Background: an optimization exercise with open tools, aiming at small area, a short achievable clock period and few clock cycles per item. Do not read the settings as production practice. RTL that was checked went through simulation tests only; none was proved equivalent to the original. Function not checked in runs 3 and 4: the RTL went through the layout flow alone.

===== design/flow/constraint.sdc =====
create_clock -name core_clock -period 7.0 [get_ports {clk}]
set_input_delay 1.4000 -clock core_clock [delete_from_list [all_inputs] [get_ports {clk}]]
set_output_delay 1.4000 -clock core_clock [all_outputs]
set_load 0.01 [all_outputs]

===== design/flow/design.v =====
`timescale 1ns/1ns
package sparse_cfg_pkg;
  localparam int LANES_DEF = 4;
  localparam int DATA_W_DEF = 8;
  localparam int ACC_W_DEF = 24;
  localparam int SHIFT_DEF = 4;
endpackage
`timescale 1ns/1ns
package ctrl_pkg;
  typedef enum logic [1:0] {
    IDLE  = 2'd0,
    ACCUM = 2'd1,
    DRAIN = 2'd2,
    HOLD  = 2'd3
  } ctrl_state_e;
  typedef enum logic [1:0] {
    MAC_HOLD  = 2'd0,
    MAC_START = 2'd1,
    MAC_ACC   = 2'd2,
    MAC_LAST  = 2'd3
  } mac_op_e;
endpackage
`timescale 1ns/1ns
module sparse_decoder #(
  parameter int LANES  = 4,
  parameter int DATA_W = 8
) (
  input  logic [LANES*DATA_W-1:0] act_packed,
  input  logic [LANES-1:0]        act_mask,
  output logic [LANES*DATA_W-1:0] lanes_d
);
  always_comb begin
    int idx;
    idx = 0;
    for (int i = 0; i < LANES; i++) begin
      lanes_d[i*DATA_W +: DATA_W] = '0;
      if (act_mask[i]) begin
        lanes_d[i*DATA_W +: DATA_W] = act_packed[idx*DATA_W +: DATA_W];
        idx = idx + 1;
      end
    end
  end
endmodule
`timescale 1ns/1ns
module mac_lanes #(
  parameter int LANES  = 4,
  parameter int DATA_W = 8,
  parameter int ACC_W  = 24
) (
  input  logic                    clk,
  input  logic [LANES*DATA_W-1:0] lanes_d,
  input  logic                    accept,
  input  logic                    weight_load,
  input  logic [LANES*DATA_W-1:0] weight_word,
  input  logic                    s1_en,
  input  logic                    acc_en,
  input  logic                    acc_clr,
  output logic [LANES*ACC_W-1:0]  acc_lanes
);
  localparam int NL = 3;
  logic [LANES*DATA_W-1:0] weight_q;
  logic [LANES*DATA_W-1:0] act_q;
  logic [NL-1:0]           lo_d  [LANES];
  logic [16:NL]            hs_d  [LANES];
  logic [16:NL]            hc_d  [LANES];
  logic [NL-1:0]           q_lo  [LANES];
  logic [16:NL]            q_hs  [LANES];
  logic [16:NL]            q_hc  [LANES];
  logic [ACC_W-1:0]        acc_q   [LANES];
  logic [ACC_W-1:0]        acc_sum [LANES];
  for (genvar i = 0; i < LANES; i++) begin : g_lane
    mul_tree mul (
      .a(act_q[i*DATA_W +: DATA_W]), .w(weight_q[i*DATA_W +: DATA_W]),
      .lo(lo_d[i]), .hi_s(hs_d[i]), .hi_c(hc_d[i])
    );
    acc_add add (
      .acc_in(acc_clr ? '0 : acc_q[i]),
      .lo(q_lo[i]), .hi_s(q_hs[i]), .hi_c(q_hc[i]), .sum(acc_sum[i])
    );
    assign acc_lanes[i*ACC_W +: ACC_W] = acc_q[i];
  end
  always_ff @(posedge clk) begin
    if (weight_load) begin
      weight_q <= weight_word;
    end
    if (accept) begin
      act_q <= lanes_d;
    end
    if (s1_en) begin
      for (int i = 0; i < LANES; i++) begin
        q_lo[i] <= lo_d[i];
        q_hs[i] <= hs_d[i];
        q_hc[i] <= hc_d[i];
      end
    end
    if (acc_en) begin
      for (int i = 0; i < LANES; i++) begin
        acc_q[i] <= acc_sum[i];
      end
    end
  end
endmodule
module mul_tree (
  input  logic [7:0]  a,
  input  logic [7:0]  w,
  output logic [2:0]  lo,       
  output logic [16:3] hi_s,     
  output logic [16:3] hi_c
);
  logic neg0, one0, two0, nneg0;
  logic pp0_0;
  logic pp0_1;
  logic pp0_2;
  logic pp0_3;
  logic pp0_4;
  logic pp0_5;
  logic pp0_6;
  logic pp0_7;
  logic pp0_8;
  logic neg1, one1, two1, nneg1;
  logic pp1_0;
  logic pp1_1;
  logic pp1_2;
  logic pp1_3;
  logic pp1_4;
  logic pp1_5;
  logic pp1_6;
  logic pp1_7;
  logic pp1_8;
  logic neg2, one2, two2, nneg2;
  logic pp2_0;
  logic pp2_1;
  logic pp2_2;
  logic pp2_3;
  logic pp2_4;
  logic pp2_5;
  logic pp2_6;
  logic pp2_7;
  logic pp2_8;
  logic neg3, one3, two3, nneg3;
  logic pp3_0;
  logic pp3_1;
  logic pp3_2;
  logic pp3_3;
  logic pp3_4;
  logic pp3_5;
  logic pp3_6;
  logic pp3_7;
  logic pp3_8;
  logic s1;
  logic c2;
  logic s3;
  logic c4;
  logic s5;
  logic c6;
  logic s7;
  logic c8;
  logic s9;
  logic c10;
  logic s11;
  logic c12;
  logic s13;
  logic c14;
  logic s15;
  logic c16;
  logic s17;
  logic c18;
  logic s19;
  logic c20;
  logic s21;
  logic c22;
  logic s23;
  logic c24;
  logic s25;
  logic c26;
  logic s27;
  logic c28;
  logic s29;
  logic c30;
  logic s31;
  logic c32;
  logic s33;
  logic c34;
  logic s35;
  logic c36;
  logic s37;
  logic c38;
  logic s39;
  logic c40;
  logic s41;
  logic c42;
  logic s43;
  logic c44;
  logic s45;
  logic c46;
  logic s47;
  logic c48;
  logic s49;
  logic c50;
  logic s51;
  logic c52;
  logic s53;
  logic c54;
  logic s55;
  logic c56;
  logic s57;
  logic c58;
  logic s59;
  logic c60;
  logic s61;
  logic c62;
  logic s63;
  logic c64;
  logic s65;
  logic c66;
  logic s67;
  logic c68;
  logic s69;
  logic c70;
  logic s71;
  logic c72;
  logic s73;
  logic c74;
  logic s75;
  logic c76;
  logic s77;
  logic c78;
  logic s79;
  logic c80;
  assign neg0 = w[1];
  assign nneg0 = ~w[1];
  assign one0 = w[0] ^ 1'b0;
  assign two0 = (w[1] & ~w[0] & ~1'b0) | (~w[1] & w[0] & 1'b0);
  assign pp0_0 = ((one0 & a[0]) | (two0 & 1'b0)) ^ neg0;
  assign pp0_1 = ((one0 & a[1]) | (two0 & a[0])) ^ neg0;
  assign pp0_2 = ((one0 & a[2]) | (two0 & a[1])) ^ neg0;
  assign pp0_3 = ((one0 & a[3]) | (two0 & a[2])) ^ neg0;
  assign pp0_4 = ((one0 & a[4]) | (two0 & a[3])) ^ neg0;
  assign pp0_5 = ((one0 & a[5]) | (two0 & a[4])) ^ neg0;
  assign pp0_6 = ((one0 & a[6]) | (two0 & a[5])) ^ neg0;
  assign pp0_7 = ((one0 & a[7]) | (two0 & a[6])) ^ neg0;
  assign pp0_8 = ((one0 & 1'b0) | (two0 & a[7])) ^ neg0;
  assign neg1 = w[3];
  assign nneg1 = ~w[3];
  assign one1 = w[2] ^ w[1];
  assign two1 = (w[3] & ~w[2] & ~w[1]) | (~w[3] & w[2] & w[1]);
  assign pp1_0 = ((one1 & a[0]) | (two1 & 1'b0)) ^ neg1;
  assign pp1_1 = ((one1 & a[1]) | (two1 & a[0])) ^ neg1;
  assign pp1_2 = ((one1 & a[2]) | (two1 & a[1])) ^ neg1;
  assign pp1_3 = ((one1 & a[3]) | (two1 & a[2])) ^ neg1;
  assign pp1_4 = ((one1 & a[4]) | (two1 & a[3])) ^ neg1;
  assign pp1_5 = ((one1 & a[5]) | (two1 & a[4])) ^ neg1;
  assign pp1_6 = ((one1 & a[6]) | (two1 & a[5])) ^ neg1;
  assign pp1_7 = ((one1 & a[7]) | (two1 & a[6])) ^ neg1;
  assign pp1_8 = ((one1 & 1'b0) | (two1 & a[7])) ^ neg1;
  assign neg2 = w[5];
  assign nneg2 = ~w[5];
  assign one2 = w[4] ^ w[3];
  assign two2 = (w[5] & ~w[4] & ~w[3]) | (~w[5] & w[4] & w[3]);
  assign pp2_0 = ((one2 & a[0]) | (two2 & 1'b0)) ^ neg2;
  assign pp2_1 = ((one2 & a[1]) | (two2 & a[0])) ^ neg2;
  assign pp2_2 = ((one2 & a[2]) | (two2 & a[1])) ^ neg2;
  assign pp2_3 = ((one2 & a[3]) | (two2 & a[2])) ^ neg2;
  assign pp2_4 = ((one2 & a[4]) | (two2 & a[3])) ^ neg2;
  assign pp2_5 = ((one2 & a[5]) | (two2 & a[4])) ^ neg2;
  assign pp2_6 = ((one2 & a[6]) | (two2 & a[5])) ^ neg2;
  assign pp2_7 = ((one2 & a[7]) | (two2 & a[6])) ^ neg2;
  assign pp2_8 = ((one2 & 1'b0) | (two2 & a[7])) ^ neg2;
  assign neg3 = w[7];
  assign nneg3 = ~w[7];
  assign one3 = w[6] ^ w[5];
  assign two3 = (w[7] & ~w[6] & ~w[5]) | (~w[7] & w[6] & w[5]);
  assign pp3_0 = ((one3 & a[0]) | (two3 & 1'b0)) ^ neg3;
  assign pp3_1 = ((one3 & a[1]) | (two3 & a[0])) ^ neg3;
  assign pp3_2 = ((one3 & a[2]) | (two3 & a[1])) ^ neg3;
  assign pp3_3 = ((one3 & a[3]) | (two3 & a[2])) ^ neg3;
  assign pp3_4 = ((one3 & a[4]) | (two3 & a[3])) ^ neg3;
  assign pp3_5 = ((one3 & a[5]) | (two3 & a[4])) ^ neg3;
  assign pp3_6 = ((one3 & a[6]) | (two3 & a[5])) ^ neg3;
  assign pp3_7 = ((one3 & a[7]) | (two3 & a[6])) ^ neg3;
  assign pp3_8 = ((one3 & 1'b0) | (two3 & a[7])) ^ neg3;
  assign s1 = neg3 ^ pp0_6;
  assign c2 = neg3 & pp0_6;
  assign s3 = pp0_7 ^ pp1_5;
  assign c4 = pp0_7 & pp1_5;
  assign s5 = pp0_8 ^ pp1_6;
  assign c6 = pp0_8 & pp1_6;
  assign s7 = nneg0 ^ pp1_7;
  assign c8 = nneg0 & pp1_7;
  assign s9 = neg2 ^ pp0_4;
  assign c10 = neg2 & pp0_4;
  assign s11 = pp0_5 ^ pp1_3;
  assign c12 = pp0_5 & pp1_3;
  assign s13 = pp1_4 ^ pp2_2 ^ pp3_0;
  assign c14 = (pp1_4 & pp2_2) | (pp1_4 & pp3_0) | (pp2_2 & pp3_0);
  assign s15 = pp2_3 ^ pp3_1 ^ c2;
  assign c16 = (pp2_3 & pp3_1) | (pp2_3 & c2) | (pp3_1 & c2);
  assign s17 = pp2_4 ^ pp3_2 ^ c4;
  assign c18 = (pp2_4 & pp3_2) | (pp2_4 & c4) | (pp3_2 & c4);
  assign s19 = pp2_5 ^ pp3_3 ^ c6;
  assign c20 = (pp2_5 & pp3_3) | (pp2_5 & c6) | (pp3_3 & c6);
  assign s21 = pp1_8 ^ pp2_6 ^ pp3_4;
  assign c22 = (pp1_8 & pp2_6) | (pp1_8 & pp3_4) | (pp2_6 & pp3_4);
  assign s23 = nneg1 ^ pp2_7;
  assign c24 = nneg1 & pp2_7;
  assign s25 = neg1 ^ pp0_2;
  assign c26 = neg1 & pp0_2;
  assign s27 = pp0_3 ^ pp1_1;
  assign c28 = pp0_3 & pp1_1;
  assign s29 = pp1_2 ^ pp2_0 ^ s9;
  assign c30 = (pp1_2 & pp2_0) | (pp1_2 & s9) | (pp2_0 & s9);
  assign s31 = pp2_1 ^ c10 ^ s11;
  assign c32 = (pp2_1 & c10) | (pp2_1 & s11) | (c10 & s11);
  assign s33 = c12 ^ s1 ^ s13;
  assign c34 = (c12 & s1) | (c12 & s13) | (s1 & s13);
  assign s35 = s3 ^ c14 ^ s15;
  assign c36 = (s3 & c14) | (s3 & s15) | (c14 & s15);
  assign s37 = s5 ^ c16 ^ s17;
  assign c38 = (s5 & c16) | (s5 & s17) | (c16 & s17);
  assign s39 = s7 ^ c18 ^ s19;
  assign c40 = (s7 & c18) | (s7 & s19) | (c18 & s19);
  assign s41 = c8 ^ s21 ^ c20;
  assign c42 = (c8 & s21) | (c8 & c20) | (s21 & c20);
  assign s43 = pp3_5 ^ s23 ^ c22;
  assign c44 = (pp3_5 & s23) | (pp3_5 & c22) | (s23 & c22);
  assign s45 = pp2_8 ^ pp3_6 ^ c24;
  assign c46 = (pp2_8 & pp3_6) | (pp2_8 & c24) | (pp3_6 & c24);
  assign s47 = nneg2 ^ pp3_7;
  assign c48 = nneg2 & pp3_7;
  assign s49 = neg0 ^ pp0_0;
  assign c50 = neg0 & pp0_0;
  assign s51 = pp0_1 ^ c50;
  assign c52 = pp0_1 & c50;
  assign s53 = pp1_0 ^ s25 ^ c52;
  assign c54 = (pp1_0 & s25) | (pp1_0 & c52) | (s25 & c52);
  assign s55 = c26 ^ s27 ^ c54;
  assign c56 = (c26 & s27) | (c26 & c54) | (s27 & c54);
  assign s57 = c26 ^ s27;
  assign c58 = c26 & s27;
  assign s59 = c28 ^ s29;
  assign c60 = c28 & s29;
  assign s61 = c30 ^ s31;
  assign c62 = c30 & s31;
  assign s63 = c32 ^ s33;
  assign c64 = c32 & s33;
  assign s65 = c34 ^ s35;
  assign c66 = c34 & s35;
  assign s67 = c36 ^ s37;
  assign c68 = c36 & s37;
  assign s69 = c38 ^ s39;
  assign c70 = c38 & s39;
  assign s71 = c40 ^ s41;
  assign c72 = c40 & s41;
  assign s73 = s43 ^ c42;
  assign c74 = s43 & c42;
  assign s75 = s45 ^ c44;
  assign c76 = s45 & c44;
  assign s77 = s47 ^ c46;
  assign c78 = s47 & c46;
  assign s79 = pp3_8 ^ c48;
  assign c80 = pp3_8 & c48;
  assign lo = {s53, s51, s49};
  assign hi_s = {1'b0, nneg3, c78, c76, c74, c72, c70, c68, c66, c64, c62, c60, c58, c54};
  assign hi_c = {1'b0, c80, s79, s77, s75, s73, s71, s69, s67, s65, s63, s61, s59, s57};
endmodule
module acc_add (
  input  logic [23:0] acc_in,
  input  logic [2:0]  lo,
  input  logic [16:3] hi_s,
  input  logic [16:3] hi_c,
  output logic [23:0] sum
);
  logic s1;
  logic c2;
  logic s3;
  logic c4;
  logic s5;
  logic c6;
  logic s7;
  logic c8;
  logic s9;
  logic c10;
  logic s11;
  logic c12;
  logic s13;
  logic c14;
  logic s15;
  logic c16;
  logic s17;
  logic c18;
  logic s19;
  logic c20;
  logic s21;
  logic c22;
  logic s23;
  logic c24;
  logic s25;
  logic c26;
  logic s27;
  logic c28;
  logic s29;
  logic c30;
  logic s31;
  logic c32;
  logic s33;
  logic c34;
  logic s35;
  logic c36;
  logic s37;
  logic c38;
  logic s39;
  logic c40;
  logic s41;
  logic c42;
  logic s43;
  logic c44;
  logic s45;
  logic c46;
  logic s47;
  logic c48;
  logic s49;
  logic c50;
  logic s51;
  logic c52;
  logic s53;
  logic c54;
  logic s55;
  logic c56;
  logic s57;
  logic c58;
  logic [23:0] row_a, row_b;
  assign s1 = acc_in[9] ^ hi_s[9];
  assign c2 = acc_in[9] & hi_s[9];
  assign s3 = acc_in[10] ^ hi_s[10] ^ hi_c[10];
  assign c4 = (acc_in[10] & hi_s[10]) | (acc_in[10] & hi_c[10]) | (hi_s[10] & hi_c[10]);
  assign s5 = acc_in[11] ^ hi_s[11];
  assign c6 = acc_in[11] & hi_s[11];
  assign s7 = acc_in[12] ^ hi_s[12] ^ hi_c[12];
  assign c8 = (acc_in[12] & hi_s[12]) | (acc_in[12] & hi_c[12]) | (hi_s[12] & hi_c[12]);
  assign s9 = acc_in[13] ^ hi_s[13];
  assign c10 = acc_in[13] & hi_s[13];
  assign s11 = acc_in[14] ^ hi_s[14] ^ hi_c[14];
  assign c12 = (acc_in[14] & hi_s[14]) | (acc_in[14] & hi_c[14]) | (hi_s[14] & hi_c[14]);
  assign s13 = acc_in[15] ^ hi_s[15];
  assign c14 = acc_in[15] & hi_s[15];
  assign s15 = acc_in[16] ^ hi_s[16] ^ hi_c[16];
  assign c16 = (acc_in[16] & hi_s[16]) | (acc_in[16] & hi_c[16]) | (hi_s[16] & hi_c[16]);
  assign s17 = acc_in[3] ^ hi_s[3];
  assign c18 = acc_in[3] & hi_s[3];
  assign s19 = acc_in[4] ^ hi_s[4] ^ hi_c[4];
  assign c20 = (acc_in[4] & hi_s[4]) | (acc_in[4] & hi_c[4]) | (hi_s[4] & hi_c[4]);
  assign s21 = acc_in[5] ^ hi_s[5] ^ hi_c[5];
  assign c22 = (acc_in[5] & hi_s[5]) | (acc_in[5] & hi_c[5]) | (hi_s[5] & hi_c[5]);
  assign s23 = acc_in[6] ^ hi_s[6] ^ hi_c[6];
  assign c24 = (acc_in[6] & hi_s[6]) | (acc_in[6] & hi_c[6]) | (hi_s[6] & hi_c[6]);
  assign s25 = acc_in[7] ^ hi_s[7] ^ hi_c[7];
  assign c26 = (acc_in[7] & hi_s[7]) | (acc_in[7] & hi_c[7]) | (hi_s[7] & hi_c[7]);
  assign s27 = acc_in[8] ^ hi_s[8] ^ hi_c[8];
  assign c28 = (acc_in[8] & hi_s[8]) | (acc_in[8] & hi_c[8]) | (hi_s[8] & hi_c[8]);
  assign s29 = hi_c[9] ^ 1'b1 ^ s1;
  assign c30 = (hi_c[9] & 1'b1) | (hi_c[9] & s1) | (1'b1 & s1);
  assign s31 = 1'b1 ^ c2 ^ s3;
  assign c32 = (1'b1 & c2) | (1'b1 & s3) | (c2 & s3);
  assign s33 = hi_c[11] ^ s5 ^ c4;
  assign c34 = (hi_c[11] & s5) | (hi_c[11] & c4) | (s5 & c4);
  assign s35 = 1'b1 ^ c6 ^ s7;
  assign c36 = (1'b1 & c6) | (1'b1 & s7) | (c6 & s7);
  assign s37 = hi_c[13] ^ s9 ^ c8;
  assign c38 = (hi_c[13] & s9) | (hi_c[13] & c8) | (s9 & c8);
  assign s39 = 1'b1 ^ c10 ^ s11;
  assign c40 = (1'b1 & c10) | (1'b1 & s11) | (c10 & s11);
  assign s41 = hi_c[15] ^ s13 ^ c12;
  assign c42 = (hi_c[15] & s13) | (hi_c[15] & c12) | (s13 & c12);
  assign s43 = 1'b1 ^ c14 ^ s15;
  assign c44 = (1'b1 & c14) | (1'b1 & s15) | (c14 & s15);
  assign s45 = acc_in[17] ^ 1'b1 ^ c16;
  assign c46 = (acc_in[17] & 1'b1) | (acc_in[17] & c16) | (1'b1 & c16);
  assign s47 = acc_in[18] ^ 1'b1;
  assign c48 = acc_in[18] & 1'b1;
  assign s49 = acc_in[19] ^ 1'b1;
  assign c50 = acc_in[19] & 1'b1;
  assign s51 = acc_in[20] ^ 1'b1;
  assign c52 = acc_in[20] & 1'b1;
  assign s53 = acc_in[21] ^ 1'b1;
  assign c54 = acc_in[21] & 1'b1;
  assign s55 = acc_in[22] ^ 1'b1;
  assign c56 = acc_in[22] & 1'b1;
  assign s57 = acc_in[23] ^ 1'b1;
  assign c58 = acc_in[23] & 1'b1;
  assign row_a = {c56, c54, c52, c50, c48, c46, c44, c42, c40, c38, c36, c34, c32, c30, c28, c26, c24, c22, c20, c18, hi_c[3], acc_in[2], acc_in[1], acc_in[0]};
  assign row_b = {s57, s55, s53, s51, s49, s47, s45, s43, s41, s39, s37, s35, s33, s31, s29, s27, s25, s23, s21, s19, s17, lo[2], lo[1], lo[0]};
  assign sum = row_a + row_b;
endmodule
`timescale 1ns/1ns
module result_encoder #(
  parameter int LANES     = 4,
  parameter int DATA_W    = 8,
  parameter int ACC_W     = 24,
  parameter int OUT_SHIFT = 4
) (
  input  logic                    clk,
  input  logic [LANES*ACC_W-1:0]  acc_lanes,
  input  logic                    out_load,
  output logic [LANES*DATA_W-1:0] out_packed,
  output logic [LANES-1:0]        out_mask
);
  logic [LANES*DATA_W-1:0] packed_d;
  logic [LANES-1:0]        mask_d;
  function automatic int ones(input int m);
    ones = 0;
    for (int b = 0; b < LANES; b++) begin
      ones = ones + ((m >> b) & 1);
    end
  endfunction
  logic [DATA_W-1:0] q  [LANES];
  logic [LANES-1:0]  nz;
  always_comb begin
    for (int i = 0; i < LANES; i++) begin
      logic [ACC_W-1:0] a;
      logic             neg, ovf;
      a     = acc_lanes[i*ACC_W +: ACC_W];
      neg   = a[ACC_W-1];
      ovf   = |a[ACC_W-2:OUT_SHIFT+DATA_W];
      q[i]  = (a[OUT_SHIFT +: DATA_W] | {DATA_W{ovf}}) & {DATA_W{!neg}};
      nz[i] = !neg && (ovf || (|a[OUT_SHIFT +: DATA_W]));
    end
  end
  always_comb begin
    logic [LANES-1:0] sel [LANES];    
    for (int k = 0; k < LANES; k++) begin
      sel[k] = '0;
    end
    for (int j = 0; j < LANES; j++) begin
      for (int m = 0; m < (1 << j); m++) begin
        if ((nz & LANES'((1 << j) - 1)) == LANES'(m)) begin
          sel[ones(m)][j] = 1'b1;
        end
      end
    end
    for (int k = 0; k < LANES; k++) begin
      packed_d[k*DATA_W +: DATA_W] = '0;
      for (int j = k; j < LANES; j++) begin
        packed_d[k*DATA_W +: DATA_W] = packed_d[k*DATA_W +: DATA_W] | (q[j] & {DATA_W{sel[k][j]}});
      end
    end
    mask_d = nz;
  end
  always_ff @(posedge clk) begin
    if (out_load) begin
      out_packed <= packed_d;
      out_mask   <= mask_d;
    end
  end
endmodule
`timescale 1ns/1ns
module flow_controller (
  input  logic clk,
  input  logic rst_n,
  input  logic weights_valid,
  output logic weights_ready,
  input  logic act_valid,
  input  logic act_last,
  output logic act_ready,
  output logic out_valid,
  input  logic out_ready,
  output logic accept,       
  output logic weight_load,
  output logic s1_en,        
  output logic acc_en,       
  output logic acc_clr,      
  output logic out_load      
);
  logic in_group;
  logic v0, last0, first0;
  logic v1, last1, first1;
  logic pend;
  logic stall;
  logic v0_n, v1_n, pend_n, out_valid_n, in_group_n, act_ready_n, first1_n, acc_en_n;
  assign accept      = act_valid && act_ready;
  assign weight_load = weights_valid && weights_ready;
  assign stall    = pend && out_valid;
  assign s1_en    = !stall;
  assign out_load = pend && !stall;
  always_comb begin
    in_group_n  = accept ? !act_last : in_group;
    v0_n        = accept || (v0 && stall);
    v1_n        = stall ? v1 : v0;
    pend_n      = stall ? pend : (v1 && last1);
    out_valid_n = out_load || (out_valid && !out_ready);
    act_ready_n = !(v0_n && pend_n && out_valid_n);
    first1_n    = stall ? first1 : first0;
    acc_en_n    = v1_n && !(pend_n && out_valid_n);
  end
  always_ff @(posedge clk or negedge rst_n) begin
    if (!rst_n) begin
      in_group      <= 1'b0;
      v0            <= 1'b0;
      v1            <= 1'b0;
      pend          <= 1'b0;
      out_valid     <= 1'b0;
      act_ready     <= 1'b0;
      weights_ready <= 1'b0;
      acc_en        <= 1'b0;
      acc_clr       <= 1'b0;
    end else begin
      in_group      <= in_group_n;
      v0            <= v0_n;
      v1            <= v1_n;
      pend          <= pend_n;
      out_valid     <= out_valid_n;
      act_ready     <= act_ready_n;
      weights_ready <= act_ready_n && !in_group_n;
      acc_en        <= acc_en_n;
      acc_clr       <= acc_en_n && first1_n;
    end
  end
  always_ff @(posedge clk) begin
    if (accept) begin
      last0  <= act_last;
      first0 <= !in_group;
    end
    if (s1_en) begin
      last1  <= last0;
      first1 <= first0;
    end
  end
endmodule
`timescale 1ns/1ns
module sparse_top #(
  parameter int LANES     = sparse_cfg_pkg::LANES_DEF,
  parameter int DATA_W    = sparse_cfg_pkg::DATA_W_DEF,
  parameter int ACC_W     = sparse_cfg_pkg::ACC_W_DEF,
  parameter int OUT_SHIFT = sparse_cfg_pkg::SHIFT_DEF
) (
  input  logic                    clk,
  input  logic                    rst_n,
  input  logic [LANES*DATA_W-1:0] weights_in,
  input  logic                    weights_valid,
  output logic                    weights_ready,
  input  logic [LANES*DATA_W-1:0] act_packed,
  input  logic [LANES-1:0]        act_mask,
  input  logic                    act_last,
  input  logic                    act_valid,
  output logic                    act_ready,
  output logic [LANES*DATA_W-1:0] out_packed,
  output logic [LANES-1:0]        out_mask,
  output logic                    out_valid,
  input  logic                    out_ready
);
  logic [LANES*DATA_W-1:0] lanes_d;
  logic [LANES*ACC_W-1:0]  acc_lanes;
  logic accept, weight_load, s1_en, acc_en, acc_clr, out_load;
  flow_controller controller (
    .clk(clk), .rst_n(rst_n),
    .weights_valid(weights_valid), .weights_ready(weights_ready),
    .act_valid(act_valid), .act_last(act_last), .act_ready(act_ready),
    .out_valid(out_valid), .out_ready(out_ready),
    .accept(accept), .weight_load(weight_load),
    .s1_en(s1_en), .acc_en(acc_en), .acc_clr(acc_clr), .out_load(out_load)
  );
  sparse_decoder #(.LANES(LANES), .DATA_W(DATA_W)) decoder (
    .act_packed(act_packed), .act_mask(act_mask), .lanes_d(lanes_d)
  );
  mac_lanes #(.LANES(LANES), .DATA_W(DATA_W), .ACC_W(ACC_W)) mac (
    .clk(clk),
    .lanes_d(lanes_d), .accept(accept),
    .weight_load(weight_load), .weight_word(weights_in),
    .s1_en(s1_en), .acc_en(acc_en), .acc_clr(acc_clr), .acc_lanes(acc_lanes)
  );
  result_encoder #(
    .LANES(LANES), .DATA_W(DATA_W), .ACC_W(ACC_W), .OUT_SHIFT(OUT_SHIFT)
  ) encoder (
    .clk(clk),
    .acc_lanes(acc_lanes), .out_load(out_load),
    .out_packed(out_packed), .out_mask(out_mask)
  );
endmodule

===== design/flow/config.mk =====
export PLATFORM = sky130hd
export DESIGN_NAME = sparse_top
export DESIGN_NICKNAME = sparse_top
export VERILOG_FILES = /design/flow/design.v
export SDC_FILE = /design/flow/constraint.sdc
export NUM_CORES = 4
export LEC_CHECK = 0
export ABC_AREA = 1
export CAP_MARGIN = 20
export CORE_MARGIN = 2
export CORE_UTILIZATION = 40
export SETUP_SLACK_MARGIN = 3.7
export SLEW_MARGIN = 20

===== design/flow/run.sh =====
#!/bin/bash
# synth_recipe.tcl (not shown) runs the flow's synth.tcl, then flattens the netlist and writes it again
# the make line also repeats each setting of config.mk as NAME=value (left out here)
make -C /OpenROAD-flow-scripts/flow DESIGN_CONFIG=/design/flow/config.mk WORK_HOME=/design/flow/orfs CLKGATE_MAP_FILE= SYNTH_SCRIPT=/design/flow/synth_recipe.tcl finish

==> impl_metrics.ini, run 1 <==
[setup_path]
crit_arrival_ps = 3500
cp.required_ps = 7330
reg2reg_to = mac.acc_q[1][22]$_DFFE_PP_
r2r_setup_slack_ps = 3830
crit_fanout = 11
cp-start-kind = flip-flop
critPathKind = reg -> reg
reg2reg_from = controller.acc_clr$_DFF_PN0_
reg2reg_depth = 15
crit_path_end_kind = flip-flop

[sta]
skew_ps = 19.4
tightest_slew_ps = 902
finalCritPeriodShare_pct = 45.2
slew_headroom_pct = 39.7
finalWorstSetupSlack_ps = 3830
slew_violations = 0
fin_crit_ps = 3170
clock.fmax_ghz = 0.316
rsz0062_at_grt = yes
finalSetupViolCount = 0
setup_tns_ps = 0
hold_viol_final = 0

[clock_network]
clkTransAtPathRegs_ps = 60
htree_levels = 2
holdBufCountCts = 0
clock-sinks = 325
cts_tree = done
root_buffer = clkbuf_16
clock_path_buffers = 3
cts_buffers = 42
clk_latency_ps = 580

[yosys]
yosysUniqueCellTypes = 41
avgSynthCellArea_um2 = 8.03
synth_fp_nets = 3771
ys_ff_latch = 325
syn-instance-count = 3355
syn_area_um2 = 26900
yosysSeqAreaShare_pct = 36.0
ys.warnings.count = 18

[route]
drtAntennaViolNets = 0
wl_per_cell_um = 15.0
drt_pass1_iterations = 5
drt-total-wl_mm = 66.0
drt-initial-drc-count = 1447
via_per_inst = 4.77
via_count = 21000
drc = 0

[layout]
final_common_cell = nand2_1
mostFrequentLayoutCells = nand2_1 (844), inv_1 (772), edfxtp_1 (315), nor2_1 (250), ha_1 (223)
fin_nets = 3910
drive_gt1_share_pct = 6.09
antenna-diode-count = 0
syn_to_final_growth_pct = 14.8

[worst_hold_path]
min_from = controller.last0$_DFFE_PP_
min_to = controller.last1$_DFFE_PN_
hold_depth = 0
hold_class = reg -> reg

[placement]
pre_cts_ws_ps = 2520
portBuffers = 112
gp_congestion = 0.916
place_hpwl_mm = 51.4

[global_routing]
track_usage_pct = 19.2
grt_antenna_before_repair = 1
grt_pass1_wl_mm = 107
first_global_vias = 20300
grt-ovfl-total = 0
grt_max_degree = 65

[floorplan]
start_util_pct = 40.2
ioPinCount = 113
die_w_um = 263
die_y_um = 263
dieArea_um2 = 69400
core_um2 = 66900
rows = 95

[status]
status = finished clean

[flow_run]
drv_cap = 0
-- worst max path at each step --
stage / endpoint / slack [ps] / cells past startpoint / from
after floorplan: mac.acc_q[0][16]$_DFFE_PP_ / 3740 / 17 / controller.acc_clr$_DFF_PN0_
after global placement: mac.acc_q[0][16]$_DFFE_PP_ / 2570 / 16 / controller.acc_clr$_DFF_PN0_
after detailed placement: mac.acc_q[0][16]$_DFFE_PP_ / 2520 / 16 / controller.acc_clr$_DFF_PN0_
after CTS: mac.acc_q[1][22]$_DFFE_PP_ / 3710 / 15 / controller.acc_clr$_DFF_PN0_
after global routing: mac.acc_q[0][23]$_DFFE_PP_ / 3690 / 15 / controller.acc_clr$_DFF_PN0_
final: mac.acc_q[1][22]$_DFFE_PP_ / 3830 / 15 / controller.acc_clr$_DFF_PN0_
-- metrics by stage --
step | util [%] | hold slack (ps) | cell area (µm²) | cells
after global routing | 46.2 | 462 | 30900 | 4401
after CTS | 45.9 | 432 | 30700 | 4401
after floorplan | - | 400 | 26900 | 3355
final | 46.2 | 429 | 30900 | 4401
after global placement | 43.2 | 405 | 28900 | 4304
after detailed placement | 43.2 | 420 | 28900 | 4304
-- worst max-delay path: stages (launching register included) --
cell and delay, ps:
dfrtp_2 420, buf_12 150, inv_16 90, nand2_1 110
fa_1 450, fa_1 520, inv_1 60, ha_4 240
nand2_1 120, inv_1 60, a21oi_1 230, nand2_1 130
nand2_1 120, nand3_1 80, nand2_1 70, nand2_1 50
-- synth_stat cells --
cell / count / area share, %
buf_6: 8 / 0.33
nand3_4: 1 / 0.065
o21bai_1: 4 / 0.11
o21ai_1: 1 / 0.019
clkbuf_1: 13 / 0.18
inv_1: 774 / 11
edfxtp_1: 315 / 35
nor3_1: 12 / 0.22
a21o_1: 8 / 0.22
nand2_1: 857 / 12
or2_2: 12 / 0.28
a21oi_1: 93 / 1.7
buf_1: 2 / 0.028
buf_4: 5 / 0.14
dfxtp_1: 1 / 0.074
a21oi_2: 2 / 0.065
or2_1: 5 / 0.12
inv_2: 15 / 0.21
o211ai_1: 12 / 0.33
nor2_2: 12 / 0.28
nand2_4: 3 / 0.13
clkinv_1: 8 / 0.11
nand2_2: 3 / 0.070
xor2_1: 164 / 5.3
nand4_1: 22 / 0.51
xnor2_1: 8 / 0.26
nor2_1: 277 / 3.9
nor4_1: 3 / 0.070
o22ai_1: 112 / 2.6
nor2_4: 5 / 0.21
o21ai_2: 1 / 0.033
fa_1: 108 / 8.0
and2_1: 7 / 0.16
buf_2: 13 / 0.24
buf_12: 1 / 0.074
dfrtp_1: 9 / 0.84
inv_4: 1 / 0.023
nand3_1: 163 / 3.0
ha_1: 234 / 11
nand3b_1: 14 / 0.39
o21ai_0: 47 / 0.87
-- sequential cells by signal (all words and copies together) (netlist names) --
| register | flops |
|---|---|
| controller.acc_clr | 1 |
| controller.acc_en | 1 |
| controller.act_ready | 1 |
| controller.first0 | 1 |
| controller.first1 | 1 |
| controller.in_group | 1 |
| controller.last0 | 1 |
| controller.last1 | 1 |
| controller.out_valid | 1 |
| controller.pend | 1 |
| controller.v0 | 1 |
| controller.v1 | 1 |
| controller.weights_ready | 1 |
| encoder.out_mask | 4 |
| encoder.out_packed | 32 |
| mac.acc_q | 96 |
| mac.act_q | 32 |
| mac.q_hc | 52 |
| mac.q_hs | 52 |
| mac.q_lo | 12 |
| mac.weight_q | 32 |
-- final cells by class --
class                      count  area [µm²]
multi-input combinational   2190       14200
tap                          873        1090
clock buffer                  57        1220
timing repair buffer         135        1390
fill                        6647       36000
sequential                   325        9710
timing repair inverter         2        17.5
inverter                     798        3020
clock inverter                21         220
-- timing repair --
action,in CTS,in global routing
pin swaps,1,4
setup buffers,15,0
gates resized for setup,27,64
setup endpoints to repair,99,65
cloned,4,0
-- routing by layer --
layer / share of wire [%] / track usage (%) / up-vias
li1: - / - / 10800
met1: 46 / 26.0 / 9584
met2: 46 / 32.2 / 489
met3: 5.2 / 2.52 / 89
met4: 2.3 / 5.27 / 0
met5: 0 / 0 / -
-- cells by family after synthesis --
family,share of synthesized area (%)
compound gates,5.99
xor+xnor,5.59
fa+ha+maj,18.9
buf+inv,12.1
flops,36.0
simple gates,21.3
Testbench counts, summed over its fixed seeds: cycles 11,168, groups 2,400.
==> run 2: changes to the inputs <==
--- a/design/flow/config.mk
+++ b/design/flow/config.mk
@@ -9,5 +9,5 @@
 export CAP_MARGIN = 20
 export CORE_MARGIN = 2
 export CORE_UTILIZATION = 40
-export SETUP_SLACK_MARGIN = 3.7
+export SETUP_SLACK_MARGIN = 4
 export SLEW_MARGIN = 20
==> run 2 against run 1 <==
Compared with the run above:
- setup slack better by 160 ps
- critical path depth up 1
- die area is the same
- cell area up 4.7%
- still clean on timing, DRC and antenna
- non-clock buffer count grew 56
- global-route usage decreased by 0.088 points
- sequential cell count did not move
==> impl_metrics.ini, run 2 <==
[status]
status = finished clean

[clock_network]
root_buffer = clkbuf_16
clk_latency_ps = 570
clock_path_buffers = 3
clkTransAtPathRegs_ps = 60
cts_buffers = 41
cts_tree = done
clock-sinks = 325
htree_levels = 2

[layout]
syn_to_final_growth_pct = 20.2
final_common_cell = inv_1
largest_reg_flops = 96
regMostFlops = mac.acc_q
fin_nets = 3964
top_regs = mac.acc_q x96, mac.q_hc x52, mac.q_hs x52
drive_gt1_share_pct = 13.8
fin_util_pct = 48.4
mostFrequentLayoutCells = inv_1 (764), nand2_1 (755), edfxtp_1 (315), nor2_1 (207), ha_1 (193)
fill_cells = 6517

[sta]
finalSetupViolCount = 0
slew_violations = 0
hold_viol_final = 0
setup_tns_ps = 0
rsz0062_at_grt = yes
finalCritPeriodShare_pct = 42.9
clock.fmax_ghz = 0.333
fin_crit_ps = 3010
skew_ps = 22.7
slew_headroom_pct = 37.2
tightest_slew_ps = 941

[yosys]
synth_commonest_cells = nand2_1 (857), inv_1 (774), edfxtp_1 (315), nor2_1 (277), ha_1 (234)
yosysUniqueCellTypes = 41
yosysTopAreaCell = edfxtp_1
syn_area_um2 = 26900
yosysSeqAreaShare_pct = 36.0
ys.warnings.count = 18
synth_top_area_share_pct = 35.1
synth-edff-count = 315
synthFlopType = edfxtp_1
avgSynthCellArea_um2 = 8.03
synth_most_common_cell = nand2_1
synthTopCellsByArea = edfxtp_1 (35%), nand2_1 (12%), ha_1 (11%)
syn-instance-count = 3355
synth_fp_nets = 3771
ys_ff_latch = 325
synthArstFlopShare_pct = 2.77

[placement]
place_hpwl_mm = 50.6
portBuffers = 112
gp_congestion = 0.925

[floorplan]
die_y_um = 263
core_um2 = 66900
dieArea_um2 = 69400
start_util_pct = 40.2
die_w_um = 263
ioPinCount = 113
rows = 95

[route]
via_count = 21300
drt_pass1_iterations = 5
via_per_inst = 4.78
drc = 0
drtAntennaViolNets = 0
drt-initial-drc-count = 1355
drt-total-wl_mm = 66.7
wl_per_cell_um = 15.0

[global_routing]
grt_antenna_before_repair = 0
grt_pass1_wl_mm = 106
grt_max_degree = 65
track_usage_pct = 19.1
grt-ovfl-total = 0
first_global_vias = 20200

[flow_run]
drv_cap = 0

[setup_path]
critPathKind = reg -> reg
crit_fanout = 5
crit_arrival_ps = 3310
cp_slowest_cell = fa_1
worstPathCellList = clkinv_8 -> buf_16 -> nand2_1 -> fa_2 -> fa_1 -> inv_1 -> ha_4 -> nand2_4 -> inv_1 -> nand2_1 -> nand2_1 -> inv_1 -> nand2_1 -> inv_1 -> nand2_2 -> xor2_1
cpPeakStageDelay_ps = 500
cp-start-kind = flip-flop
cp.required_ps = 7300
crit_path_end_kind = flip-flop
reg2reg_from = controller.acc_clr$_DFF_PN0_
reg2reg_to = mac.acc_q[0][15]$_DFFE_PP_
r2r_setup_slack_ps = 3990
reg2reg_depth = 16

[worst_hold_path]
min_to = controller.last1$_DFFE_PN_
hold_depth = 0
hold_class = reg -> reg
min_from = controller.last0$_DFFE_PP_
run 2: cells by family (layout without fill, tap and decap cells):
group / after synthesis / in the layout / share of synthesized area (%)
and+or+nand+nor: 1396 / 1396 / 21.3
buffers and inverters: 840 / 1062 / 12.1
adders and majority gates: 342 / 342 / 18.9
DFF: 325 / 325 / 36.0
AOI/OAI and AO/OA: 280 / 280 / 5.99
xor gates and xnor gates: 172 / 172 / 5.59
other: 0 / 1 / 0
run 2: final cells by class:
| class | instances | area [µm²] | area share (%) |
|---|---|---|---|
| tap | 873 | 1090 | 3.37 |
| clock inverter | 26 | 239 | 0.738 |
| multi-input combinational | 2190 | 15400 | 47.5 |
| timing repair buffer | 191 | 1850 | 5.71 |
| clock buffer | 46 | 1040 | 3.23 |
| timing repair inverter | 1 | 8.76 | 0.0271 |
| sequential | 325 | 9710 | 30.0 |
| inverter | 798 | 3030 | 9.36 |
| antenna | 1 | 2.50 | 0.00773 |
run 2: timing repair:
| item | in CTS | in global routing |
|---|---|---|
| setup buffers | 26 | 43 |
| gates cloned | 4 | 1 |
| setup endpoints to repair | 138 | 108 |
| hold buffers | 0 | 0 |
| pin swaps | 18 | 54 |
| resized for setup | 129 | 240 |
run 2: worst max path at each step:
stage | start | endpoint | slack, ps | cells after the start
after detailed placement | act_mask[0] | mac.act_q[31]$_SDFFCE_PN0P_ | 2640 | 10
after global placement | act_mask[0] | mac.act_q[26]$_SDFFCE_PN0P_ | 2690 | 10
after CTS | controller.acc_clr$_DFF_PN0_ | mac.acc_q[0][20]$_DFFE_PP_ | 3880 | 14
after global routing | controller.acc_clr$_DFF_PN0_ | mac.acc_q[0][19]$_DFFE_PP_ | 3820 | 14
after floorplan | controller.acc_clr$_DFF_PN0_ | mac.acc_q[0][19]$_DFFE_PP_ | 3960 | 16
final | controller.acc_clr$_DFF_PN0_ | mac.acc_q[0][15]$_DFFE_PP_ | 3990 | 16
run 2: routing by layer:
metal  global-route usage, %  vias up  part of all wire, %
met5                       0        -                    0
met2                    31.5      457                   47
met1                    25.7     9792                   46
met3                    3.00      119                  5.2
met4                    5.99        0                  2.7
li1                        -    10900                    -
run 2: stage by stage:
| step | cells | worst slack [ps] | instance area, µm² | hold slack (ps) |
|---|---|---|---|---|
| 6_report | 4451 | 3990 | 32400 | 424 |
| 5_1_grt | 4450 | 3820 | 32400 | 427 |
| 4_1_cts | 4406 | 3880 | 31200 | 424 |
| 3_5_place_dp | 4304 | 2640 | 29100 | 411 |
| 3_3_place_gp | 4304 | 2690 | 29100 | 408 |
| 2_1_floorplan | 3355 | 3960 | 27100 | 400 |
run 2: worst max-delay path, delay by kind of cell, from the launching register on:
kind	cells	cell delay [ps]
xor+xnor	1	170
flops	1	480
buf+inv	6	480
fa+ha+maj	3	1130
simple gates	6	460
==> run 3: changes to the inputs <==
--- a/design/flow/design.v
+++ b/design/flow/design.v
@@ -428,6 +428,158 @@
   logic c56;
   logic s57;
   logic c58;
+  logic g59;
+  logic p60;
+  logic g61;
+  logic p62;
+  logic g63;
+  logic p64;
+  logic g65;
+  logic p66;
+  logic g67;
+  logic p68;
+  logic g69;
+  logic p70;
+  logic g71;
+  logic p72;
+  logic g73;
+  logic p74;
+  logic g75;
+  logic p76;
+  logic g77;
+  logic p78;
+  logic g79;
+  logic p80;
+  logic g81;
+  logic p82;
+  logic g83;
+  logic p84;
+  logic g85;
+  logic p86;
+  logic g87;
+  logic p88;
+  logic g89;
+  logic p90;
+  logic g91;
+  logic p92;
+  logic g93;
+  logic p94;
+  logic g95;
+  logic p96;
+  logic g97;
+  logic p98;
+  logic g99;
+  logic p100;
+  logic g101;
+  logic p102;
+  logic g103;
+  logic p104;
+  logic g105;
+  logic p106;
+  logic g107;
+  logic g108;
+  logic p109;
+  logic g110;
+  logic p111;
+  logic g112;
+  logic p113;
+  logic g114;
+  logic p115;
+  logic g116;
+  logic p117;
+  logic g118;
+  logic p119;
+  logic g120;
+  logic p121;
+  logic g122;
+  logic p123;
+  logic g124;
+  logic p125;
+  logic g126;
+  logic p127;
+  logic g128;
+  logic p129;
+  logic g130;
+  logic g131;
+  logic g132;
+  logic p133;
+  logic g134;
+  logic p135;
+  logic g136;
+  logic p137;
+  logic g138;
+  logic p139;
+  logic g140;
+  logic p141;
+  logic g142;
+  logic p143;
+  logic g144;
+  logic p145;
+  logic g146;
+  logic p147;
+  logic g148;
+  logic p149;
+  logic g150;
+  logic p151;
+  logic g152;
+  logic g153;
+  logic g154;
+  logic g155;
+  logic g156;
+  logic p157;
+  logic g158;
+  logic p159;
+  logic g160;
+  logic p161;
+  logic g162;
+  logic p163;
+  logic g164;
+  logic p165;
+  logic g166;
+  logic p167;
+  logic g168;
+  logic p169;
+  logic g170;
+  logic p171;
+  logic g172;
+  logic g173;
+  logic g174;
+  logic g175;
+  logic g176;
+  logic g177;
+  logic g178;
+  logic g179;
+  logic g180;
+  logic g181;
+  logic g182;
+  logic g183;
+  logic g184;
+  logic g185;
+  logic g186;
+  logic g187;
+  logic o188;
+  logic o189;
+  logic o190;
+  logic o191;
+  logic o192;
+  logic o193;
+  logic o194;
+  logic o195;
+  logic o196;
+  logic o197;
+  logic o198;
+  logic o199;
+  logic o200;
+  logic o201;
+  logic o202;
+  logic o203;
+  logic o204;
+  logic o205;
+  logic o206;
+  logic o207;
+  logic o208;
+  logic o209;
+  logic o210;
   logic [23:0] row_a, row_b;
   assign s1 = acc_in[9] ^ hi_s[9];
   assign c2 = acc_in[9] & hi_s[9];
@@ -487,9 +639,161 @@
   assign c56 = acc_in[22] & 1'b1;
   assign s57 = acc_in[23] ^ 1'b1;
   assign c58 = acc_in[23] & 1'b1;
+  assign g59 = acc_in[0] & lo[0];
+  assign p60 = acc_in[0] ^ lo[0];
+  assign g61 = acc_in[1] & lo[1];
+  assign p62 = acc_in[1] ^ lo[1];
+  assign g63 = acc_in[2] & lo[2];
+  assign p64 = acc_in[2] ^ lo[2];
+  assign g65 = hi_c[3] & s17;
+  assign p66 = hi_c[3] ^ s17;
+  assign g67 = c18 & s19;
+  assign p68 = c18 ^ s19;
+  assign g69 = c20 & s21;
+  assign p70 = c20 ^ s21;
+  assign g71 = c22 & s23;
+  assign p72 = c22 ^ s23;
+  assign g73 = c24 & s25;
+  assign p74 = c24 ^ s25;
+  assign g75 = c26 & s27;
+  assign p76 = c26 ^ s27;
+  assign g77 = c28 & s29;
+  assign p78 = c28 ^ s29;
+  assign g79 = c30 & s31;
+  assign p80 = c30 ^ s31;
+  assign g81 = c32 & s33;
+  assign p82 = c32 ^ s33;
+  assign g83 = c34 & s35;
+  assign p84 = c34 ^ s35;
+  assign g85 = c36 & s37;
+  assign p86 = c36 ^ s37;
+  assign g87 = c38 & s39;
+  assign p88 = c38 ^ s39;
+  assign g89 = c40 & s41;
+  assign p90 = c40 ^ s41;
+  assign g91 = c42 & s43;
+  assign p92 = c42 ^ s43;
+  assign g93 = c44 & s45;
+  assign p94 = c44 ^ s45;
+  assign g95 = c46 & s47;
+  assign p96 = c46 ^ s47;
+  assign g97 = c48 & s49;
+  assign p98 = c48 ^ s49;
+  assign g99 = c50 & s51;
+  assign p100 = c50 ^ s51;
+  assign g101 = c52 & s53;
+  assign p102 = c52 ^ s53;
+  assign g103 = c54 & s55;
+  assign p104 = c54 ^ s55;
+  assign g105 = c56 & s57;
+  assign p106 = c56 ^ s57;
+  assign g107 = g61 | (p62 & g59);
+  assign g108 = g65 | (p66 & g63);
+  assign p109 = p66 & p64;
+  assign g110 = g69 | (p70 & g67);
+  assign p111 = p70 & p68;
+  assign g112 = g73 | (p74 & g71);
+  assign p113 = p74 & p72;
+  assign g114 = g77 | (p78 & g75);
+  assign p115 = p78 & p76;
+  assign g116 = g81 | (p82 & g79);
+  assign p117 = p82 & p80;
+  assign g118 = g85 | (p86 & g83);
+  assign p119 = p86 & p84;
+  assign g120 = g89 | (p90 & g87);
+  assign p121 = p90 & p88;
+  assign g122 = g93 | (p94 & g91);
+  assign p123 = p94 & p92;
+  assign g124 = g97 | (p98 & g95);
+  assign p125 = p98 & p96;
+  assign g126 = g101 | (p102 & g99);
+  assign p127 = p102 & p100;
+  assign g128 = g105 | (p106 & g103);
+  assign p129 = p106 & p104;
+  assign g130 = g63 | (p64 & g107);
+  assign g131 = g108 | (p109 & g107);
+  assign g132 = g71 | (p72 & g110);
+  assign p133 = p72 & p111;
+  assign g134 = g112 | (p113 & g110);
+  assign p135 = p113 & p111;
+  assign g136 = g79 | (p80 & g114);
+  assign p137 = p80 & p115;
+  assign g138 = g116 | (p117 & g114);
+  assign p139 = p117 & p115;
+  assign g140 = g87 | (p88 & g118);
+  assign p141 = p88 & p119;
+  assign g142 = g120 | (p121 & g118);
+  assign p143 = p121 & p119;
+  assign g144 = g95 | (p96 & g122);
+  assign p145 = p96 & p123;
+  assign g146 = g124 | (p125 & g122);
+  assign p147 = p125 & p123;
+  assign g148 = g103 | (p104 & g126);
+  assign p149 = p104 & p127;
+  assign g150 = g128 | (p129 & g126);
+  assign p151 = p129 & p127;
+  assign g152 = g67 | (p68 & g131);
+  assign g153 = g110 | (p111 & g131);
+  assign g154 = g132 | (p133 & g131);
+  assign g155 = g134 | (p135 & g131);
+  assign g156 = g83 | (p84 & g138);
+  assign p157 = p84 & p139;
+  assign g158 = g118 | (p119 & g138);
+  assign p159 = p119 & p139;
+  assign g160 = g140 | (p141 & g138);
+  assign p161 = p141 & p139;
+  assign g162 = g142 | (p143 & g138);
+  assign p163 = p143 & p139;
+  assign g164 = g99 | (p100 & g146);
+  assign p165 = p100 & p147;
+  assign g166 = g126 | (p127 & g146);
+  assign p167 = p127 & p147;
+  assign g168 = g148 | (p149 & g146);
+  assign p169 = p149 & p147;
+  assign g170 = g150 | (p151 & g146);
+  assign p171 = p151 & p147;
+  assign g172 = g75 | (p76 & g155);
+  assign g173 = g114 | (p115 & g155);
+  assign g174 = g136 | (p137 & g155);
+  assign g175 = g138 | (p139 & g155);
+  assign g176 = g156 | (p157 & g155);
+  assign g177 = g158 | (p159 & g155);
+  assign g178 = g160 | (p161 & g155);
+  assign g179 = g162 | (p163 & g155);
+  assign g180 = g91 | (p92 & g179);
+  assign g181 = g122 | (p123 & g179);
+  assign g182 = g144 | (p145 & g179);
+  assign g183 = g146 | (p147 & g179);
+  assign g184 = g164 | (p165 & g179);
+  assign g185 = g166 | (p167 & g179);
+  assign g186 = g168 | (p169 & g179);
+  assign g187 = g170 | (p171 & g179);
+  assign o188 = p62 ^ g59;
+  assign o189 = p64 ^ g107;
+  assign o190 = p66 ^ g130;
+  assign o191 = p68 ^ g131;
+  assign o192 = p70 ^ g152;
+  assign o193 = p72 ^ g153;
+  assign o194 = p74 ^ g154;
+  assign o195 = p76 ^ g155;
+  assign o196 = p78 ^ g172;
+  assign o197 = p80 ^ g173;
+  assign o198 = p82 ^ g174;
+  assign o199 = p84 ^ g175;
+  assign o200 = p86 ^ g176;
+  assign o201 = p88 ^ g177;
+  assign o202 = p90 ^ g178;
+  assign o203 = p92 ^ g179;
+  assign o204 = p94 ^ g180;
+  assign o205 = p96 ^ g181;
+  assign o206 = p98 ^ g182;
+  assign o207 = p100 ^ g183;
+  assign o208 = p102 ^ g184;
+  assign o209 = p104 ^ g185;
+  assign o210 = p106 ^ g186;
   assign row_a = {c56, c54, c52, c50, c48, c46, c44, c42, c40, c38, c36, c34, c32, c30, c28, c26, c24, c22, c20, c18, hi_c[3], acc_in[2], acc_in[1], acc_in[0]};
   assign row_b = {s57, s55, s53, s51, s49, s47, s45, s43, s41, s39, s37, s35, s33, s31, s29, s27, s25, s23, s21, s19, s17, lo[2], lo[1], lo[0]};
-  assign sum = row_a + row_b;
+  assign sum = {o210, o209, o208, o207, o206, o205, o204, o203, o202, o201, o200, o199, o198, o197, o196, o195, o194, o193, o192, o191, o190, o189, o188, p60};
 endmodule
 `timescale 1ns/1ns
 module result_encoder #(
==> run 3 against run 2 <==
Compared with the run above:
- register-to-register slack got worse by 370 ps
- clock-buffer cell count rose by 4
- setup slack got worse by 370 ps
- fmax fell by 11%
- via count fell by 16%
==> impl_metrics.ini, run 3 <==
[yosys]
ys_ff_latch = 325
syn_area_um2 = 24300
synth_most_common_cell = inv_1
syn-instance-count = 2610
yosysTopAreaCell = edfxtp_1
synthTopCellsByArea = edfxtp_1 (39%), ha_1 (12%), fa_1 (10%)
synth_fp_nets = 3038
synth_commonest_cells = inv_1 (581), nand2_1 (411), edfxtp_1 (315), ha_1 (230), nor2_1 (208)
synth-edff-count = 315
yosysSeqAreaShare_pct = 39.9
synth_top_area_share_pct = 38.9
avgSynthCellArea_um2 = 9.31
synthFlopType = edfxtp_1
yosysUniqueCellTypes = 42
synthArstFlopShare_pct = 2.77
ys.warnings.count = 18

[global_routing]
grt-ovfl-total = 0
grt_antenna_before_repair = 1
grt_pass1_wl_mm = 91.3
track_usage_pct = 18.1
grt_max_degree = 80
first_global_vias = 17800

[sta]
setup_tns_ps = 0
slew_headroom_pct = 30.2
hold_viol_final = 0
skew_ps = 15.6
finalCritPeriodShare_pct = 48.3
rsz0062_at_grt = yes
slew_violations = 0
finalSetupViolCount = 0
fin_crit_ps = 3380
tightest_slew_ps = 1050
clock.fmax_ghz = 0.296

[clock_network]
clock_path_buffers = 3
clkTransAtPathRegs_ps = 60
cts_buffers = 41
clock-sinks = 325
cts_tree = done
htree_levels = 2
root_buffer = clkbuf_16
clk_latency_ps = 560

[setup_path]
cp-start-kind = flip-flop
crit_arrival_ps = 3690
cp_slowest_cell = fa_1
critPathKind = reg -> reg
crit_path_end_kind = flip-flop
cpPeakStageDelay_ps = 530
cp.required_ps = 7310
crit_fanout = 8
cp_num_buf_inv = 5
worstPathCellList = buf_12 -> buf_16 -> nor2_4 -> ha_4 -> fa_1 -> ha_4 -> nand2_2 -> inv_2 -> nand2_2 -> nor3_2 -> nand2_2 -> nand2_4 -> inv_2 -> fa_2 -> inv_1
worst_path_most_repeated_cell = nand2_2
cp_top_family = adder cells

[floorplan]
dieArea_um2 = 62700
start_util_pct = 40.3
rows = 90
ioPinCount = 113
core_um2 = 60200
die_y_um = 250
die_w_um = 250

[route]
drtAntennaViolNets = 0
via_per_inst = 4.87
drt_pass1_iterations = 5
drt-initial-drc-count = 1030
via_count = 17800
drc = 0
wl_per_cell_um = 15.7
drt-total-wl_mm = 57.3

[worst_hold_path]
hold_class = reg -> reg

[layout]
final_common_cell = inv_1
regMostFlops = mac.acc_q
mostFrequentLayoutCells = inv_1 (559), nand2_1 (347), edfxtp_1 (315), ha_1 (189), nor2_1 (169)
antenna-diode-count = 0
syn_to_final_growth_pct = 22.9
drive_gt1_share_pct = 16.4
largest_reg_flops = 96
fin_nets = 3260
top_regs = mac.acc_q x96, mac.q_hc x52, mac.q_hs x52
stdcell_count = 3647

[placement]
portBuffers = 112
dp.cells = 3469
gp_congestion = 0.930
place_hpwl_mm = 41.2

[status]
status = finished clean

[flow_run]
drv_cap = 0
run 3: changes by cell type in the layout (fill, tap and decap cells not counted), moves of 16 or more:
| cell | delta |
|---|---|
| xnor2_1 | +16 |
| xor2_1 | -16 |
| inv_1 | -205 |
| nand3_1 | -46 |
| nor2_1 | -38 |
| nand2_2 | -23 |
| a21oi_1 | +17 |
| nor2_2 | -25 |
| nand2_1 | -408 |
| nor2_4 | -16 |
run 3: repair_timing:
item / 4_1_cts / 5_1_grt
endpoints found under the setup margin: 142 / 99
hold buffers: 0 / 0
resized for setup: 140 / 153
buffers inserted: 48 / 46
pin swaps: 49 / 74
cloned: 8 / 0
run 3: through the flow:
stage	worst slack, ps	area [µm²]	util [%]	hold WS, ps
2_1_floorplan	3790	24600	-	400
3_3_place_gp	2340	26500	44.0	411
3_5_place_dp	2190	26500	44.0	408
4_1_cts	3720	28900	48.0	422
5_1_grt	3560	29900	49.6	429
6_report	3620	29900	49.6	419
run 3: cell families after synthesis:
group | Yosys count | share of synthesized area (%)
xor gates and xnor gates | 172 | 6.20
DFF | 325 | 39.9
buffers and inverters | 640 | 10.2
and+or+nand+nor | 788 | 13.6
adders and majority gates | 354 | 22.1
AOI/OAI and AO/OA | 331 | 7.99
run 3: area by class of cell:
cell class              instances  area, µm²
clock buffers                  50       1100
clock inverters                26        213
fillers                      5420      30400
inverters                     598       2280
multi-input cells            1645      13400
flip-flops and latches        325       9710
well taps                     782        978
repair buffers                218       2140
repair inverters                3       37.5
run 3: worst register-to-register path, cell delays in order (launching register included):
cell and delay, ps:
dfrtp_2 440, buf_12 170, buf_16 180, nor2_4 120
ha_4 210, fa_1 530, ha_4 320, nand2_2 50
inv_2 50, nand2_2 70, nor3_2 240, nand2_2 100
nand2_4 80, inv_2 40, fa_2 500, inv_1 40
run 3: path summary, 6_finish.rpt:
check | startpoint | end | slack [ps] | depth (start not counted)
max in group asynchronous | rst_n | controller.acc_en$_DFF_PN0_ | 5520 | 1
min reg2reg | controller.last0$_DFFE_PP_ | controller.last1$_DFFE_PN_ | 420 | 0
max | controller.acc_clr$_DFF_PN0_ | mac.acc_q[2][16]$_DFFE_PP_ | 3620 | 15
min in group asynchronous | rst_n | controller.pend$_DFF_PN0_ | 1150 | 1
min | controller.last0$_DFFE_PP_ | controller.last1$_DFFE_PN_ | 420 | 0
max reg2reg | controller.acc_clr$_DFF_PN0_ | mac.acc_q[2][16]$_DFFE_PP_ | 3620 | 15
run 3: per-layer routing:
| layer | wire (µm) | track usage [%] | share of wire [%] |
|---|---|---|---|
| met3 | 2650 | 2.19 | 4.6 |
| met2 | 26200 | 29.5 | 46 |
| met5 | 0 | 0 | 0 |
| met1 | 26600 | 24.9 | 46 |
| met4 | 1800 | 6.72 | 3.1 |
==> run 4: changes to the inputs <==
--- a/design/flow/config.mk
+++ b/design/flow/config.mk
@@ -5,7 +5,6 @@
 export SDC_FILE = /design/flow/constraint.sdc
 export NUM_CORES = 4
 export LEC_CHECK = 0
-export ABC_AREA = 1
 export CAP_MARGIN = 20
 export CORE_MARGIN = 2
 export CORE_UTILIZATION = 40
==> run 4 against run 3 <==
Compared with the run above:
- still clean
- sequential share of layout area shrank 2.0 points
- register-to-register slack lost 250 ps
- fmax shrank 7.0%
- core utilization grew 1.8 points
- hold slack gained 5.1 ps
- first-iteration DRC count grew 25%
- largest cell class unchanged
- highest routed layer unchanged
==> impl_metrics.ini, run 4 <==
[placement]
gp_congestion = 0.896
portBuffers = 112
pre_cts_ws_ps = 2300
dp.cells = 3313
place_hpwl_mm = 42.6

[route]
via_per_inst = 5.32
drt_pass1_iterations = 6
via_count = 19200
wl_per_cell_um = 17.8
drt-initial-drc-count = 1285
drt-total-wl_mm = 64.5
drtAntennaViolNets = 0
drc = 0

[sta]
fin_crit_ps = 3630
holdWs_ps = 424
finalSetupViolCount = 0
clock.fmax_ghz = 0.275
setup_tns_ps = 0
hold_viol_final = 0
finalWorstSetupSlack_ps = 3370
tightest_slew_ps = 957
finalCritPeriodShare_pct = 51.9
rsz0062_at_grt = yes
slew_violations = 0
slew_headroom_pct = 35.9
skew_ps = 29.0

[global_routing]
track_usage_pct = 19.3
first_global_vias = 18600
grt-ovfl-total = 0
grt_pass1_wl_mm = 99.4
grt_max_degree = 63
grt_antenna_before_repair = 0

[layout]
antenna-diode-count = 0
drive_gt1_share_pct = 20.9
syn_to_final_growth_pct = 26.6
largest_reg_flops = 96
fin_util_pct = 51.3
stdcell_count = 3620
mostFrequentLayoutCells = edfxtp_1 (315), inv_1 (311), ha_1 (197), buf_4 (197), nor2_1 (180)
top_regs = mac.acc_q x96, mac.q_hc x52, mac.q_hs x52
regMostFlops = mac.acc_q
final_common_cell = edfxtp_1
fin_nets = 3182

[clock_network]
clock_path_buffers = 3
clk_latency_ps = 560
cts_buffers = 39
root_buffer = clkbuf_16
clock-sinks = 325
clkTransAtPathRegs_ps = 60
holdBufCountCts = 0
htree_levels = 2
cts_tree = done

[setup_path]
cp_slowest_cell = fa_1
cp_top_family = adder cells
cp_num_buf_inv = 5
crit_arrival_ps = 3960
reg2reg_depth = 15
cp_num_cells = 15
r2r_setup_slack_ps = 3370
cp.required_ps = 7330
worstPathCellList = buf_12 -> buf_16 -> buf_12 -> nand2b_4 -> fa_1 -> inv_2 -> ha_4 -> o2111a_1 -> o21ai_2 -> a31oi_4 -> nand3_2 -> nand2_2 -> a21oi_2 -> fa_2 -> inv_2
critPathKind = reg -> reg
crit_path_end_kind = flip-flop
cpPeakStageDelay_ps = 530
cp-start-kind = flip-flop
crit_fanout = 7

[worst_hold_path]
hold_class = reg -> reg
hold_depth = 0

[yosys]
ys_ff_latch = 325
synthFlopType = edfxtp_1
yosysSeqAreaShare_pct = 38.6
ys.warnings.count = 18
yosysTopAreaCell = edfxtp_1
synth_fp_nets = 2923
synthArstFlopShare_pct = 2.77
synth_most_common_cell = inv_1
syn-instance-count = 2495
synthTopCellsByArea = edfxtp_1 (38%), ha_1 (11%), fa_1 (9.9%)
synth_top_area_share_pct = 37.7
synth-edff-count = 315
yosysUniqueCellTypes = 63
avgSynthCellArea_um2 = 10.1
syn_area_um2 = 25100
synth_commonest_cells = inv_1 (333), edfxtp_1 (315), ha_1 (230), nor2_1 (200), a21oi_1 (160)

[floorplan]
die_w_um = 255
die_y_um = 255
dieArea_um2 = 64800
rows = 91
core_um2 = 61900
start_util_pct = 40.5
ioPinCount = 113

[flow_run]
drv_cap = 0

[status]
status = finished clean
## run 4: worst paths after layout
| path | startpoint | endpoint |
|---|---|---|
| worst max-delay path | controller.acc_clr$_DFF_PN0_ | mac.acc_q[2][16]$_DFFE_PP_ |
| worst min register to register | controller.last0$_DFFE_PP_ | controller.last1$_DFFE_PN_ |
| worst max register to register | controller.acc_clr$_DFF_PN0_ | mac.acc_q[2][16]$_DFFE_PP_ |
| max in group asynchronous | rst_n | controller.acc_clr$_DFF_PN0_ |
| min in group asynchronous | rst_n | controller.out_valid$_DFF_PN0_ |
| worst min-delay path | controller.last0$_DFFE_PP_ | controller.last1$_DFFE_PN_ |
## run 4: final cells by class
cell class | instances | area [µm²]
Inverter | 339 | 1310
Tap cell | 837 | 1050
Clock buffer | 47 | 1020
Clock inverter | 23 | 313
Sequential cell | 325 | 9710
Multi-Input combinational cell | 1691 | 15000
Timing Repair Buffer | 358 | 3410
Fill cell | 5429 | 30100
## run 4: kinds of logic after synthesis
family | synth area share [%]
XOR/XNOR | 3.52
adder cells (fa/ha/maj) | 22.9
flip-flops | 38.6
AO/OA/AOI/OAI | 13.7
buffers and inverters | 7.17
multiplexers | 1.92
AND/OR/NAND/NOR | 12.1
## run 4: repair_timing
action | in CTS | in global routing
pin swaps | 52 | 85
buffers inserted | 131 | 98
setup endpoints to repair | 181 | 121
resized for setup | 148 | 138
gates cloned | 2 | 5
## run 4: layer usage
metal / GRT usage, % / vias to the layer above / part of all wire, %
met5: 0 / - / 0
met4: 5.86 / 0 / 2.4
met3: 2.26 / 106 / 5.3
met2: 31.1 / 611 / 47
met1: 27.1 / 9298 / 46
li1: - / 9226 / -
## run 4: worst register-to-register path: stages, from the launching register on
cell      delay (ps)
dfrtp_4          500
buf_12           170
buf_16           170
buf_12           150
nand2b_4         140
fa_1             530
inv_2             60
ha_4             280
o2111a_1         240
o21ai_2          100
a31oi_4          240
nand3_2          110
nand2_2          100
a21oi_2           70
fa_2             530
inv_2             30
## run 4: through the flow
step | instance area, µm²
global route | 31800
global placement | 27300
CTS | 30300
detailed placement | 27300
floorplan | 25700
finish | 31800

==> re-timing with driven ports <==
In the flow no input, the clock included, has a driving cell. The finished layouts below were timed again as built, in two steps. Step 1 sets driving cells, clkbuf_16 on the clock port and buf_2 on the other inputs (assumed; they add their load-dependent delay and slew). Step 2 also shifts input and output timing later by t, the mid clock arrival at the registers, as if the neighbouring blocks saw the same clock. Slacks: no drivers / after step 1 / after step 2; pairs: no drivers / after step 1.
run | t, ns | setup WS [ns] | worst setup path at the end | latest minus earliest clock arrival (ns) | slew at the worst register clock pin (ns)
run 1 | 0.631 | 3.833 / 3.833 / 3.435 | input to register | 0.021 / 0.021 | 0.07 / 0.07
run 2 | 0.620 | 3.995 / 3.995 / 3.597 | input to register | 0.024 / 0.024 | 0.07 / 0.07
run 3 | 0.608 | 3.620 / 3.620 / 3.566 | input to register | 0.020 / 0.020 | 0.06 / 0.06
run 4 | 0.612 | 3.367 / 3.367 / 3.367 | register to register | 0.030 / 0.030 | 0.07 / 0.07
After both steps every run listed still meets setup and hold.
